This is an optimization exercise on Yosys and OpenROAD, whose aim is small area, a short achievable clock period and few clock cycles, not a production implementation.
Function was checked by simulation only, so behaviour that the tests miss may differ from the original.
No activity file was given, so power comes from the tool's default toggle rates.

[run.sh]
#!/bin/bash
# synth_recipe.tcl (not shown) runs the flow's synth.tcl, then flattens the netlist and writes it again
# the make line also repeats each setting of config.mk as NAME=value (left out here)
make -C /OpenROAD-flow-scripts/flow DESIGN_CONFIG=/design/flow/config.mk WORK_HOME=/design/flow/orfs CLKGATE_MAP_FILE= SYNTH_SCRIPT=/design/flow/synth_recipe.tcl finish
[config.mk]
export PLATFORM = sky130hd
export DESIGN_NAME = sha1_hash_engine
export DESIGN_NICKNAME = sha1_hash_engine
export VERILOG_FILES = /design/flow/design.v
export SDC_FILE = /design/flow/constraint.sdc
export NUM_CORES = 4
export LEC_CHECK = 0
export CAP_MARGIN = 20
export CORE_MARGIN = 2
export CORE_UTILIZATION = 70
export CTS_CLUSTER_DIAMETER = 60
export CTS_CLUSTER_SIZE = 30
export SETUP_SLACK_MARGIN = 4.5
export SLEW_MARGIN = 20
[constraint.sdc]
create_clock -name core_clock -period 7.5 [get_ports {i_clk}]
set_input_delay 1.5000 -clock core_clock [delete_from_list [all_inputs] [get_ports {i_clk}]]
set_output_delay 1.5000 -clock core_clock [all_outputs]
set_load 0.01 [all_outputs]
[design.v]
`default_nettype none
package sha1_pkg;
    localparam logic [31:0] H0_INIT = 32'h67452301;
    localparam logic [31:0] H1_INIT = 32'hEFCDAB89;
    localparam logic [31:0] H2_INIT = 32'h98BADCFE;
    localparam logic [31:0] H3_INIT = 32'h10325476;
    localparam logic [31:0] H4_INIT = 32'hC3D2E1F0;
    localparam logic [31:0] K0 = 32'h5A827999;
    localparam logic [31:0] K1 = 32'h6ED9EBA1;
    localparam logic [31:0] K2 = 32'h8F1BBCDC;
    localparam logic [31:0] K3 = 32'hCA62C1D6;
    localparam logic [1:0] SRC_SCHED = 2'd0;   
    localparam logic [1:0] SRC_STG   = 2'd1;   
    localparam logic [1:0] SRC_ZERO  = 2'd2;   
    localparam logic [1:0] SRC_LEN   = 2'd3;   
    localparam logic [1:0] PAD_NONE = 2'd0;    
    localparam logic [1:0] PAD_80   = 2'd1;    
    localparam logic [1:0] PAD_ZB   = 2'd2;    
    localparam logic [1:0] PAD_ZW   = 2'd3;    
endpackage
`default_nettype wire
`default_nettype none
module sha1_ctrl (
    input  wire logic       i_clk,
    input  wire logic       i_rst_n,
    input  wire logic       i_start,
    input  wire logic       i_byte_present,
    input  wire logic       i_finish,
    output logic            o_busy,
    output logic            o_stg_shift,    
    output logic            o_stg_data,     
    output logic            o_pad80,        
    output logic            o_push,         
    output logic [1:0]      o_push_src,
    output logic            o_pre,          
    output logic            o_pre_first,    
    output logic            o_init,         
    output logic            o_step,         
    output logic [1:0]      o_kst,          
    output logic            o_fch,          
    output logic            o_fmj,          
    output logic [4:0]      o_cadd,         
    output logic            o_rol,          
    output logic            o_ren,          
    output logic            o_first,        
    output logic            o_len_inc,
    output logic            o_len_clr,
    output logic [4:0]      o_wsel,         
    output logic            o_valid,
    output logic [2:0]      o_widx,
    output logic            o_last
);
    logic [2:0] r_bcnt;      
    logic [1:0] r_pad;
    logic       r_lenok;     
    logic [6:0] r_wcnt;      
    logic       r_wlo, r_w80, r_w1, r_ge2, r_sch, r_w14, r_w15, r_w78;   
    logic       r_fresh;     
    logic [1:0] r_kst;       
    logic [3:0] r_ca;        
    logic       r_pre;       
    logic       r_act;       
    logic       r_first;     
    logic       r_last;      
    logic [4:0] r_wsel;
    logic       r_valid;
    logic [2:0] r_widx;
    logic       r_lastw;
    logic       r_busy;
    logic       r_init, r_rnd, r_step, r_push, r_prev, r_rol, r_ren;
    logic       r_fch, r_fmj;    
    logic acc, acc_b, acc_f;
    logic use_init, use_rnd, ca0, dpa, sched_push, stg_push, zw_push, push, room;
    logic stg_shift, len_push, pre;
    logic [1:0] n_kst, n_pad;
    logic [6:0] n_wcnt;
    logic [2:0] n_bcnt;
    logic       n_lenok, n_fresh, n_pre, n_wlo, n_w80, n_w1, n_ge2, n_busy;
    logic       in_shift, padshift, n_pbusy, n_full, n_push;
    logic [2:0] n_bcnt0, n_bcnt1;
    logic       n_sch, n_w78, n_act, n_dpa, n_init, n_rnd;
    assign use_init = r_init;
    assign use_rnd  = r_rnd;
    assign ca0      = r_w78;
    assign pre      = r_prev;
    assign dpa = (r_wlo || r_w80) && (!r_fresh || use_init || use_rnd);
    assign sched_push = r_sch;
    assign stg_push   = dpa && r_bcnt[2];
    assign zw_push    = dpa && (r_pad == sha1_pkg::PAD_ZW);
    assign push       = r_push;
    assign len_push   = zw_push && r_lenok && r_w15;
    assign acc   = i_start && !r_busy;
    assign acc_b = acc && i_byte_present;
    assign acc_f = acc && i_finish;
    assign room = !r_bcnt[2] || stg_push;
    assign in_shift  = acc && (i_byte_present || i_finish);
    assign padshift  = (r_pad == sha1_pkg::PAD_80 && room) ||
                       (r_pad == sha1_pkg::PAD_ZB && !r_bcnt[2]);
    assign stg_shift = in_shift || padshift;
    always_comb begin
        if (sched_push)              o_push_src = sha1_pkg::SRC_SCHED;
        else if (stg_push)           o_push_src = sha1_pkg::SRC_STG;
        else if (r_lenok && r_w15)   o_push_src = sha1_pkg::SRC_LEN;
        else                         o_push_src = sha1_pkg::SRC_ZERO;
    end
    always_comb begin
        if (r_w80 || r_wcnt < 7'd20) n_kst = 2'd0;
        else if (r_wcnt < 7'd40)     n_kst = 2'd1;
        else if (r_wcnt < 7'd60)     n_kst = 2'd2;
        else                         n_kst = 2'd3;
    end
    always_comb begin
        n_wcnt = r_wcnt;
        if (use_rnd && r_w80)  n_wcnt = (stg_push || zw_push) ? 7'd1 : 7'd0;
        else if (push)         n_wcnt = r_wcnt + 7'd1;
        n_wlo = (n_wcnt < 7'd16);
        n_w80 = (n_wcnt == 7'd80);
        n_w1  = (n_wcnt == 7'd1);
        n_ge2 = (n_wcnt >= 7'd2);
        n_bcnt0 = r_bcnt - (stg_push ? 3'd4 : 3'd0) + (padshift ? 3'd1 : 3'd0);
        n_bcnt1 = r_bcnt - (stg_push ? 3'd4 : 3'd0) + 3'd1;
        n_bcnt  = in_shift ? n_bcnt1 : n_bcnt0;
        n_pad   = r_pad;
        n_lenok = r_lenok;
        case (r_pad)
            sha1_pkg::PAD_NONE: begin
                if (acc_f) n_pad = i_byte_present ? sha1_pkg::PAD_80 : sha1_pkg::PAD_ZB;
            end
            sha1_pkg::PAD_80: begin
                if (room) n_pad = sha1_pkg::PAD_ZB;
            end
            sha1_pkg::PAD_ZB: begin
                if (stg_push) begin
                    n_pad   = sha1_pkg::PAD_ZW;
                    n_lenok = !r_w14;
                end
            end
            default: begin
                if (zw_push && r_w15) begin
                    n_lenok = 1'b1;
                    if (r_lenok) n_pad = sha1_pkg::PAD_NONE;
                end
            end
        endcase
        if (push)                       n_fresh = 1'b1;
        else if (use_init || use_rnd)   n_fresh = 1'b0;
        else                            n_fresh = r_fresh;
        if (pre)           n_pre = 1'b1;
        else if (use_init) n_pre = 1'b0;
        else               n_pre = r_pre;
        if (use_init)      n_act = 1'b1;
        else if (r_ca[3])  n_act = 1'b0;
        else               n_act = r_act;
        n_sch  = (n_wcnt >= 7'd16) && (n_wcnt <= 7'd79);
        n_w78  = (n_wcnt == 7'd78);
        n_init = n_fresh && n_w1 && n_pre;
        n_rnd  = n_fresh && n_ge2;
        n_dpa  = (n_wlo || n_w80) && (!n_fresh || n_init || n_rnd);
        n_pbusy = (r_pad != sha1_pkg::PAD_NONE) && (n_pad != sha1_pkg::PAD_NONE);
        n_full  = (r_bcnt[2] && !stg_push) || (r_bcnt == 3'd3 && padshift);
        n_busy  = n_pbusy || acc_f || ((n_full || (r_bcnt == 3'd3 && in_shift)) && !n_dpa);
        n_push  = n_sch || (n_dpa && (n_full || (r_bcnt == 3'd3 && in_shift) ||
                                      n_pad == sha1_pkg::PAD_ZW));
    end
    assign o_busy      = r_busy;
    assign o_stg_shift = stg_shift;
    assign o_stg_data  = acc_b;
    assign o_pad80     = !acc_b && (acc_f || r_pad == sha1_pkg::PAD_80);
    assign o_push      = push;
    assign o_pre       = pre;
    assign o_pre_first = r_ca[3] ? r_last : r_first;
    assign o_init      = use_init;
    assign o_step      = r_step;
    assign o_kst       = r_kst;
    assign o_fch       = r_fch;
    assign o_fmj       = r_fmj;
    assign o_cadd      = {r_ca[3], r_ca[2], r_ca[1], r_ca[0], ca0};
    assign o_rol       = r_rol;
    assign o_ren       = r_ren;
    assign o_first     = r_first;
    assign o_len_inc   = acc_b;
    assign o_len_clr   = len_push;
    assign o_wsel      = r_wsel;
    assign o_valid     = r_valid;
    assign o_widx      = r_widx;
    assign o_last      = r_lastw;
    always_ff @(posedge i_clk) begin
        if (!i_rst_n) begin
            r_bcnt  <= '0;
            r_pad   <= sha1_pkg::PAD_NONE;
            r_lenok <= 1'b0;
            r_wcnt  <= '0;
            r_wlo   <= 1'b1;
            r_w80   <= 1'b0;
            r_w1    <= 1'b0;
            r_ge2   <= 1'b0;
            r_sch   <= 1'b0;
            r_w14   <= 1'b0;
            r_w15   <= 1'b0;
            r_w78   <= 1'b0;
            r_fresh <= 1'b0;
            r_kst   <= '0;
            r_ca    <= '0;
            r_pre   <= 1'b0;
            r_act   <= 1'b0;
            r_first <= 1'b1;
            r_last  <= 1'b0;
            r_wsel  <= '0;
            r_valid <= 1'b0;
            r_widx  <= '0;
            r_lastw <= 1'b0;
            r_busy  <= 1'b0;
            r_init  <= 1'b0;
            r_rnd   <= 1'b0;
            r_step  <= 1'b0;
            r_push  <= 1'b0;
            r_prev  <= 1'b1;
            r_rol   <= 1'b0;
            r_ren   <= 1'b0;
            r_fch   <= 1'b1;
            r_fmj   <= 1'b0;
        end else begin
            r_bcnt  <= n_bcnt;
            r_pad   <= n_pad;
            r_lenok <= n_lenok;
            r_wcnt  <= n_wcnt;
            r_wlo   <= n_wlo;
            r_w80   <= n_w80;
            r_w1    <= n_w1;
            r_ge2   <= n_ge2;
            r_sch   <= n_sch;
            r_w14   <= (n_wcnt == 7'd14);
            r_w15   <= (n_wcnt == 7'd15);
            r_w78   <= n_w78;
            r_init  <= n_init;
            r_rnd   <= n_rnd;
            r_step  <= n_init || n_rnd || r_ca[1];
            r_push  <= n_push;
            r_prev  <= r_ca[2] || (!n_pre && !n_act);
            r_rol   <= n_w78 || r_w78 || r_ca[0];
            r_ren   <= n_w78 || r_w78 || r_ca[0] || r_ca[1] || r_ca[2];
            r_fresh <= n_fresh;
            r_pre   <= n_pre;
            r_busy  <= n_busy;
            if (push) begin
                r_kst <= n_kst;
                r_fch <= (n_kst == 2'd0);
                r_fmj <= (n_kst == 2'd2);
            end
            r_ca <= {r_ca[2:0], ca0};
            r_act <= n_act;
            if (len_push) r_last <= 1'b1;
            if (r_ca[3]) begin
                r_first <= r_last;
                r_last  <= 1'b0;
            end
            r_wsel  <= (r_ca[3] && r_last) ? 5'b00001 : {r_wsel[3:0], 1'b0};
            r_valid <= (r_wsel != 5'd0);
            r_widx  <= {r_wsel[4], r_wsel[3] || r_wsel[2], r_wsel[3] || r_wsel[1]};
            r_lastw <= r_wsel[4];
        end
    end
endmodule
`default_nettype wire
`default_nettype none
module sha1_dp #(
    parameter int LEN_BITS = 16
) (
    input  wire logic       i_clk,
    input  wire logic       i_rst_n,
    input  wire logic [7:0] i_data_byte,
    input  wire logic       i_stg_shift,
    input  wire logic       i_stg_data,
    input  wire logic       i_pad80,
    input  wire logic       i_push,
    input  wire logic [1:0] i_push_src,
    input  wire logic       i_pre,
    input  wire logic       i_pre_first,
    input  wire logic       i_init,
    input  wire logic       i_step,
    input  wire logic [1:0] i_kst,
    input  wire logic       i_fch,
    input  wire logic       i_fmj,
    input  wire logic [4:0] i_cadd,
    input  wire logic       i_rol,
    input  wire logic       i_ren,
    input  wire logic       i_first,
    input  wire logic       i_len_inc,
    input  wire logic       i_len_clr,
    input  wire logic [4:0] i_wsel,
    output logic [31:0]     o_digest_word
);
    logic [31:0]         r_stg;
    logic [31:0]         r_win [16];    
    logic [31:0]         r_a, r_b, r_c, r_d;
    logic [31:0]         r_qx, r_qa;    
    logic [31:0]         r_h [5];       
    logic [LEN_BITS-1:0] r_len;
    logic [31:0]         r_out;         
    logic [7:0]  stg_byte;
    logic [31:0] w_mix, w_sched, w_in, w0;
    logic [31:0] p1, p2, p3, p4, p0;   
    logic [31:0] fb, fc, f_val, k_val, x1s, x1c, x2s, x2c;
    logic [31:0] ra, ys, yc, n_a;
    logic [31:0] ch_h, ch_x, ch_sum;
    assign stg_byte = i_stg_data ? i_data_byte : (i_pad80 ? 8'h80 : 8'h00);
    assign w0      = r_win[0];
    assign w_mix   = r_win[2] ^ r_win[7] ^ r_win[13] ^ r_win[15];
    assign w_sched = {w_mix[30:0], w_mix[31]};
    always_comb begin
        case (i_push_src)
            sha1_pkg::SRC_SCHED: w_in = w_sched;
            sha1_pkg::SRC_STG:   w_in = r_stg;
            sha1_pkg::SRC_LEN:   w_in = {{(29-LEN_BITS){1'b0}}, r_len, 3'b000};
            default:             w_in = 32'd0;
        endcase
    end
    assign p0 = i_first     ? sha1_pkg::H0_INIT : r_h[4];
    assign p1 = i_pre_first ? sha1_pkg::H1_INIT : r_h[4];
    assign p2 = i_pre_first ? sha1_pkg::H2_INIT : r_h[3];
    assign p3 = i_pre_first ? sha1_pkg::H3_INIT : r_h[2];
    assign p4 = i_pre_first ? sha1_pkg::H4_INIT : r_h[1];
    assign fb = {r_b[1:0], r_b[31:2]};
    always_comb begin
        if (i_fch)      f_val = (r_a & fb) | (~r_a & r_c);
        else if (i_fmj) f_val = (r_a & fb) | (r_a & r_c) | (fb & r_c);
        else            f_val = r_a ^ fb ^ r_c;
        case (i_kst)
            2'd0:    k_val = sha1_pkg::K0;
            2'd1:    k_val = sha1_pkg::K1;
            2'd2:    k_val = sha1_pkg::K2;
            default: k_val = sha1_pkg::K3;
        endcase
    end
    assign x1s = r_d ^ w0 ^ k_val;
    assign x1c = {(r_d[30:0] & w0[30:0]) | (r_d[30:0] & k_val[30:0]) | (w0[30:0] & k_val[30:0]), 1'b0};
    assign x2s = x1s ^ x1c ^ f_val;
    assign x2c = {(x1s[30:0] & x1c[30:0]) | (x1s[30:0] & f_val[30:0]) | (x1c[30:0] & f_val[30:0]), 1'b0};
    assign ra  = {r_a[26:0], r_a[31:27]};
    assign ys  = ra ^ r_qx;
    assign yc  = {(ra[30:0] & r_qx[30:0]) | r_qa[30:0], 1'b0};
    assign n_a = ys + yc;
    always_ff @(posedge i_clk) begin
        if (i_pre) begin
            r_a <= p1;
            r_b <= {p2[29:0], p2[31:30]};
            r_c <= p3;
            r_d <= p4;
        end else if (i_step) begin
            r_a <= i_init ? p0 : n_a;
            r_b <= r_a;
            r_c <= fb;
            r_d <= r_c;
            r_qx <= x2s ^ x2c;
            r_qa <= x2s & x2c;
        end
    end
    always_comb begin
        ch_h = r_h[0];
        if (i_first) begin
            case (1'b1)
                i_cadd[0]: ch_h = sha1_pkg::H4_INIT;
                i_cadd[1]: ch_h = sha1_pkg::H3_INIT;
                i_cadd[2]: ch_h = sha1_pkg::H2_INIT;
                i_cadd[3]: ch_h = sha1_pkg::H1_INIT;
                default:   ch_h = sha1_pkg::H0_INIT;
            endcase
        end
    end
    assign ch_x   = i_rol ? {r_a[1:0], r_a[31:2]} : r_a;
    sha1_add32 u_chadd (
        .i_a (ch_h),
        .i_b (ch_x),
        .o_s (ch_sum)
    );
    always_ff @(posedge i_clk) begin
        if (i_ren) begin
            r_h[0] <= r_h[1];
            r_h[1] <= r_h[2];
            r_h[2] <= r_h[3];
            r_h[3] <= r_h[4];
            r_h[4] <= ch_sum;
        end
    end
    always_ff @(posedge i_clk) begin
        if (i_stg_shift) begin
            r_stg <= {r_stg[23:0], stg_byte};
        end
        if (i_push) begin
            r_win[0] <= w_in;
            for (int i = 1; i < 16; i++) r_win[i] <= r_win[i-1];
        end
    end
    always_ff @(posedge i_clk) begin
        if (!i_rst_n || i_len_clr) begin
            r_len <= '0;
        end else if (i_len_inc) begin
            r_len <= r_len + 1'b1;
        end
    end
    always_ff @(posedge i_clk) begin
        r_out <= ({32{i_wsel[0]}} & r_h[4]) | ({32{i_wsel[1]}} & r_h[3]) |
                 ({32{i_wsel[2]}} & r_h[2]) | ({32{i_wsel[3]}} & r_h[1]) |
                 ({32{i_wsel[4]}} & r_h[0]);
    end
    assign o_digest_word = r_out;
endmodule
`default_nettype wire
`default_nettype none
module sha1_add32 (
    input  wire logic [31:0] i_a,
    input  wire logic [31:0] i_b,
    output logic [31:0]      o_s
);
    logic [31:0] g [6];
    logic [31:0] p [6];
    assign g[0] = i_a & i_b;
    assign p[0] = i_a ^ i_b;
    for (genvar l = 0; l < 5; l++) begin : g_lvl
        for (genvar i = 0; i < 32; i++) begin : g_bit
            if (((i >> l) & 1) == 1) begin : g_join
                localparam int J = ((i >> l) << l) - 1;
                assign g[l+1][i] = g[l][i] | (p[l][i] & g[l][J]);
                assign p[l+1][i] = p[l][i] & p[l][J];
            end else begin : g_pass
                assign g[l+1][i] = g[l][i];
                assign p[l+1][i] = p[l][i];
            end
        end
    end
    assign o_s = p[0] ^ {g[5][30:0], 1'b0};
endmodule
`default_nettype wire
`default_nettype none
module sha1_hash_engine #(
    parameter int LENGTH_COUNT_BITS = 16
) (
    input  wire logic        i_clk,
    input  wire logic        i_rst_n,
    input  wire logic        start,
    output logic             busy,
    input  wire logic [7:0]  i_data_byte,
    input  wire logic        i_byte_present,
    input  wire logic        i_finish,
    output logic             o_valid,
    output logic [31:0]      o_digest_word,
    output logic [2:0]       o_word_index,
    output logic             o_last_word
);
    logic       stg_shift, stg_data, pad80, push, pre, pre_first, init, step, first;
    logic       len_inc, len_clr;
    logic [1:0] push_src, kst;
    logic [4:0] cadd;
    logic       fch, fmj, rol, ren;
    logic [2:0] widx;
    logic [4:0] wsel;
    logic       last;
    sha1_ctrl u_ctrl (
        .i_clk          (i_clk),
        .i_rst_n        (i_rst_n),
        .i_start        (start),
        .i_byte_present (i_byte_present),
        .i_finish       (i_finish),
        .o_busy         (busy),
        .o_stg_shift    (stg_shift),
        .o_stg_data     (stg_data),
        .o_pad80        (pad80),
        .o_push         (push),
        .o_push_src     (push_src),
        .o_pre          (pre),
        .o_pre_first    (pre_first),
        .o_init         (init),
        .o_step         (step),
        .o_kst          (kst),
        .o_fch          (fch),
        .o_fmj          (fmj),
        .o_cadd         (cadd),
        .o_rol          (rol),
        .o_ren          (ren),
        .o_first        (first),
        .o_len_inc      (len_inc),
        .o_len_clr      (len_clr),
        .o_wsel         (wsel),
        .o_valid        (o_valid),
        .o_widx         (widx),
        .o_last         (last)
    );
    sha1_dp #(
        .LEN_BITS (LENGTH_COUNT_BITS)
    ) u_dp (
        .i_clk         (i_clk),
        .i_rst_n       (i_rst_n),
        .i_data_byte   (i_data_byte),
        .i_stg_shift   (stg_shift),
        .i_stg_data    (stg_data),
        .i_pad80       (pad80),
        .i_push        (push),
        .i_push_src    (push_src),
        .i_pre         (pre),
        .i_pre_first   (pre_first),
        .i_init        (init),
        .i_step        (step),
        .i_kst         (kst),
        .i_fch         (fch),
        .i_fmj         (fmj),
        .i_cadd        (cadd),
        .i_rol         (rol),
        .i_ren         (ren),
        .i_first       (first),
        .i_len_inc     (len_inc),
        .i_len_clr     (len_clr),
        .i_wsel        (wsel),
        .o_digest_word (o_digest_word)
    );
    assign o_word_index = widx;
    assign o_last_word  = last;
endmodule
`default_nettype wire
==> flow_summary.yaml <==
power_and_ir_drop:
  p_clk_share_pct: 31.1
  p_int_mw: 8.21
  power_density_nw_per_um2: 239
  p_seq_share_pct: 57.5
  sw_frac_of_total_pct: 25.9
  p_comb_share_pct: 11.4
  p_total_mw: 11.1
  vdd_ir_drop_max_mv: 0.288
  leakage_nw: 16.7
  p_sw_mw: 2.86
place:
  port_buffers: 50
  placed_area_sq_um: 42900
  hpwl_um: 61200
  post-place-ws_ns: 3.29
  place.gp.congestion: 0.911
  place_inst: 3487
worst_hold_path:
  holdCritStartpoint: "u_dp.r_win[8][19]$_DFFE_PP_"
  hold_path_class: "reg -> reg"
  hold_depth: 0
yosys:
  yosysMostFrequentCell: "edfxtp_1"
  ys_seq_area_share_pct: 69.7
  synthesis.instances: 2737
  yosys.area.top_type: "edfxtp_1"
  syn_avg_cell_area_sq_um: 15.1
  synth_top_area_share_pct: 65.0
  yosysUniqueCellTypes: 70
  syn_nets: 2984
  synthFlopType: "edfxtp_1"
  synth_enable_flop_cells: 894
  netlist_top_cells_area: "edfxtp_1 (65%), dfxtp_1 (4.7%), fa_1 (4.5%), ha_1 (4.3%), xnor2_1 (2.0%)"
  async_reset_ff_share_pct: 0
  ys_top_cells_by_count: "edfxtp_1 (894), inv_1 (214), nand2_1 (172), ha_1 (142), nor2_1 (133)"
  yosys_warnings: 7
  netlist_area_sq_um: 41300
  ys_ff_latch: 991
floorplan:
  die_w_um: 247
  start_util_pct: 70.4
  die_h_um: 247
  die-area_sq_um: 61000
  core-area_sq_um: 58700
  rows: 89
  boundaryPins: 51
global_route:
  grt_max_degree: 209
  grtUsageTotal_pct: 32.4
  overflow: 0
  antenna_found_initial: 2
  grt_pass1_vias: 23400
  grt_pass1_wl_um: 144000
sta:
  hold_violations: 0
  finalCritPeriodShare_pct: 47.6
  slew_headroom_pct: 25.5
  grt_setup_unrepaired: "true"
  layout_setup_ws_ns: 3.93
  worst_slew_pin_slew_ns: 1.12
  fmax_ghz: 0.280
  period_needed_ns: 3.57
  whs_ns: 0.411
  drv_slew: 0
  skew_ns: 0.0303
  tns_ns: 0
  setup_viol: 0
clocking:
  cts_max_path_buffers: 3
  worstSkewPairLatency_ns: 0.68
  clk_pin_slew_worst_paths_ns: 0.10
  root_buffer: "clkbuf_16"
  clock-sinks: 991
  cts_buffers: 52
  cts_tree: "built"
  htreeDepth: 2
  cts_hold_buffers: 0
layout:
  postLayoutCellArea_sq_um: 46300
  stdcell_count: 3689
  num-nets-final: 3124
  syn2layout_area_growth_pct: 12.1
  drive_above_1_share_pct: 14.9
  antenna_cells: 0
  post-route-util_pct: 78.9
setup_path:
  cp.arrival_ns: 3.96
  rr_startpoint: "u_ctrl.r_first$_SDFF_PN1_"
  path_buf_inv: 5
  startpoint_type: "register"
  critPathTopFamily: "simple AND/OR/NAND/NOR gates"
  cp-end-kind: "register"
  path_cells: "buf_12 > inv_8 > nor2_4 > nand2_4 > buf_6 > buf_6 > o21a_1 > ha_1 > o211ai_1 > o211ai_1 > or3b_4 > o21a_1 > or2_1 > buf_4 > nand2_4 > fa_2"
  cp_max_fo: 6
  r2r_cells: 16
  cp-startpoint: "u_ctrl.r_first$_SDFF_PN1_"
  timing.rr.end: "u_dp.r_h[4][16]$_DFFE_PP_"
  endpoint: "u_dp.r_h[4][16]$_DFFE_PP_"
  cpPeakStageDelay_ns: 0.47
  critical_path_cell_count: 16
  crit_type: "reg -> reg"
  cp_slowest_cell: "fa_2"
  reg2reg_slack_ns: 3.93
  critPathRequiredTime_ns: 7.90
drt:
  drc_errors: 0
  drt_first_pass_iters: 9
  routed-via-count: 23800
  postRouteWirelength_um: 98100
  drt_iter0_drc: 3147
  ant_nets: 0
  wire_per_inst_um: 26.6
  viasPerCell: 6.46
flow_run:
  max-cap-violations: 0
run_status:
  status: "complete, no violations"
-- power groups by stage --
stage                     Combinational (mW)  Clock, mW  Sequential, mW
after global routing                    1.38       3.66            6.38
after CTS                               1.15       3.48            6.37
after detailed placement                1.00          0            6.52
after global placement                 0.952          0            6.51
final                                   1.26       3.45            6.37
after floorplan                        0.713          0            6.45
-- metal layers --
metal  vias to the layer above  GRT usage (%)  routed length, um
li1                      10300              -                  -
met1                     11900           46.5              39000
met2                      1321           51.0              46200
met3                       252           4.86               8720
met4                         0           12.7               4240
met5                         -              0                  0
-- layout make-up --
type / count / area, sq um
Clock inverter: 39 / 559
Tap cell: 773 / 967
Sequential cell: 991 / 28800
Timing Repair Buffer: 178 / 1630
Inverter: 216 / 823
Multi-Input combinational cell: 1438 / 12200
Fill cell: 3152 / 12400
Clock buffer: 54 / 1310
-- sequential cells by signal (all words and copies together) (netlist names), 2 cells and up --
signal / flops
u_ctrl.r_pad: 2
u_dp.r_stg: 32
u_dp.r_c: 32
u_dp.r_len: 16
u_dp.r_d: 32
u_ctrl.r_wsel: 5
u_dp.r_qx: 32
u_dp.r_a: 32
u_dp.r_out: 32
u_ctrl.r_wcnt: 7
u_dp.r_qa: 30
u_dp.r_win: 512
u_ctrl.r_bcnt: 3
u_ctrl.r_kst: 2
u_ctrl.r_widx: 2
u_dp.r_h: 160
u_ctrl.r_ca: 4
u_dp.r_b: 32
-- worst min path at each step --
stage                                        end  slack, ns
global route         u_dp.r_win[4][26]$_DFFE_PP_       0.41
detailed placement  u_dp.r_win[11][28]$_DFFE_PP_       0.40
finish               u_dp.r_win[9][19]$_DFFE_PP_       0.41
floorplan            u_dp.r_win[10][0]$_DFFE_PP_       0.40
CTS                  u_dp.r_win[4][26]$_DFFE_PP_       0.41
global placement     u_dp.r_win[10][5]$_DFFE_PP_       0.40
-- kinds of logic (layout without fill, tap and decap cells) --
logic type               count (synthesis)  count (layout)  synth area share [%]
multiplexers                            61              61                  1.58
AO/OA/AOI/OAI                          499             500                  8.32
flip-flops                             991             991                  69.7
AND/OR/NAND/NOR                        471             471                  5.22
XOR/XNOR                               172             172                  3.65
adder cells (fa/ha/maj)                234             234                  8.76
buffers and inverters                  309             487                  2.82
-- timing repair --
| item | in CTS | in global routing |
|---|---|---|
| endpoints found under the hold margin | 0 | 0 |
| setup endpoints to repair | 284 | 345 |
| gates resized for setup | 134 | 61 |
| buffers inserted | 68 | 38 |
| pin swaps | 58 | 53 |
| cloned | 2 | 1 |
-- layout by cell type, fill, tap and decap left out, types with 9 or more instances in the layout --
cell type	netlist	final
ha_1	142	112
xnor2_1	96	94
a222oi_1	48	48
o21a_1	25	25
nand2b_1	15	15
o21ai_1	18	16
clkdlybuf4s50_1	0	12
buf_6	0	21
o21ai_2	1	15
dlygate4sd2_1	0	38
nor3_1	20	20
or2_2	35	27
nor2b_1	20	14
a22oi_1	32	32
mux2i_1	28	28
inv_1	214	210
ha_2	0	9
and2_1	15	13
dfxtp_2	0	11
fa_1	92	89
a21oi_2	3	15
xor2_1	76	73
nand3_1	20	20
o22a_1	51	51
mux2_2	33	31
a22o_1	18	18
clkbuf_16	0	53
ha_4	0	21
and3_1	18	17
a21o_1	22	22
o21ai_0	123	111
dfxtp_1	97	81
edfxtp_1	894	894
a21oi_1	96	82
nand2_1	172	164
nor2_1	133	120
buf_4	1	98
Testbench counts, summed over its fixed seeds: cycles 77,357.

[re-timing with driven ports]
In the flow no input, the clock included, has a driving cell. The finished layout below was timed again as built, in two steps. Step 1, drivers: a clkbuf_16 drives i_clk and a buf_2 each remaining input, both assumed. Step 2, shift: input delay + t, output delay - t, t = (earliest + latest rising clock arrival at the registers) / 2. This alone moves slack from input paths to output paths. a / b / c = no drivers / after step 1 / after step 2; a / b = the first two.
t, ns: 0.722
setup slack, ns: 3.932 / 3.932 / 3.894
worst setup path after step 2: input to register
cell pins on the clock port's net: 1
After both steps setup and hold are still met in this run. The setup slack of this run moves by 0.000 ns with the drivers and by -0.038 ns with both steps.
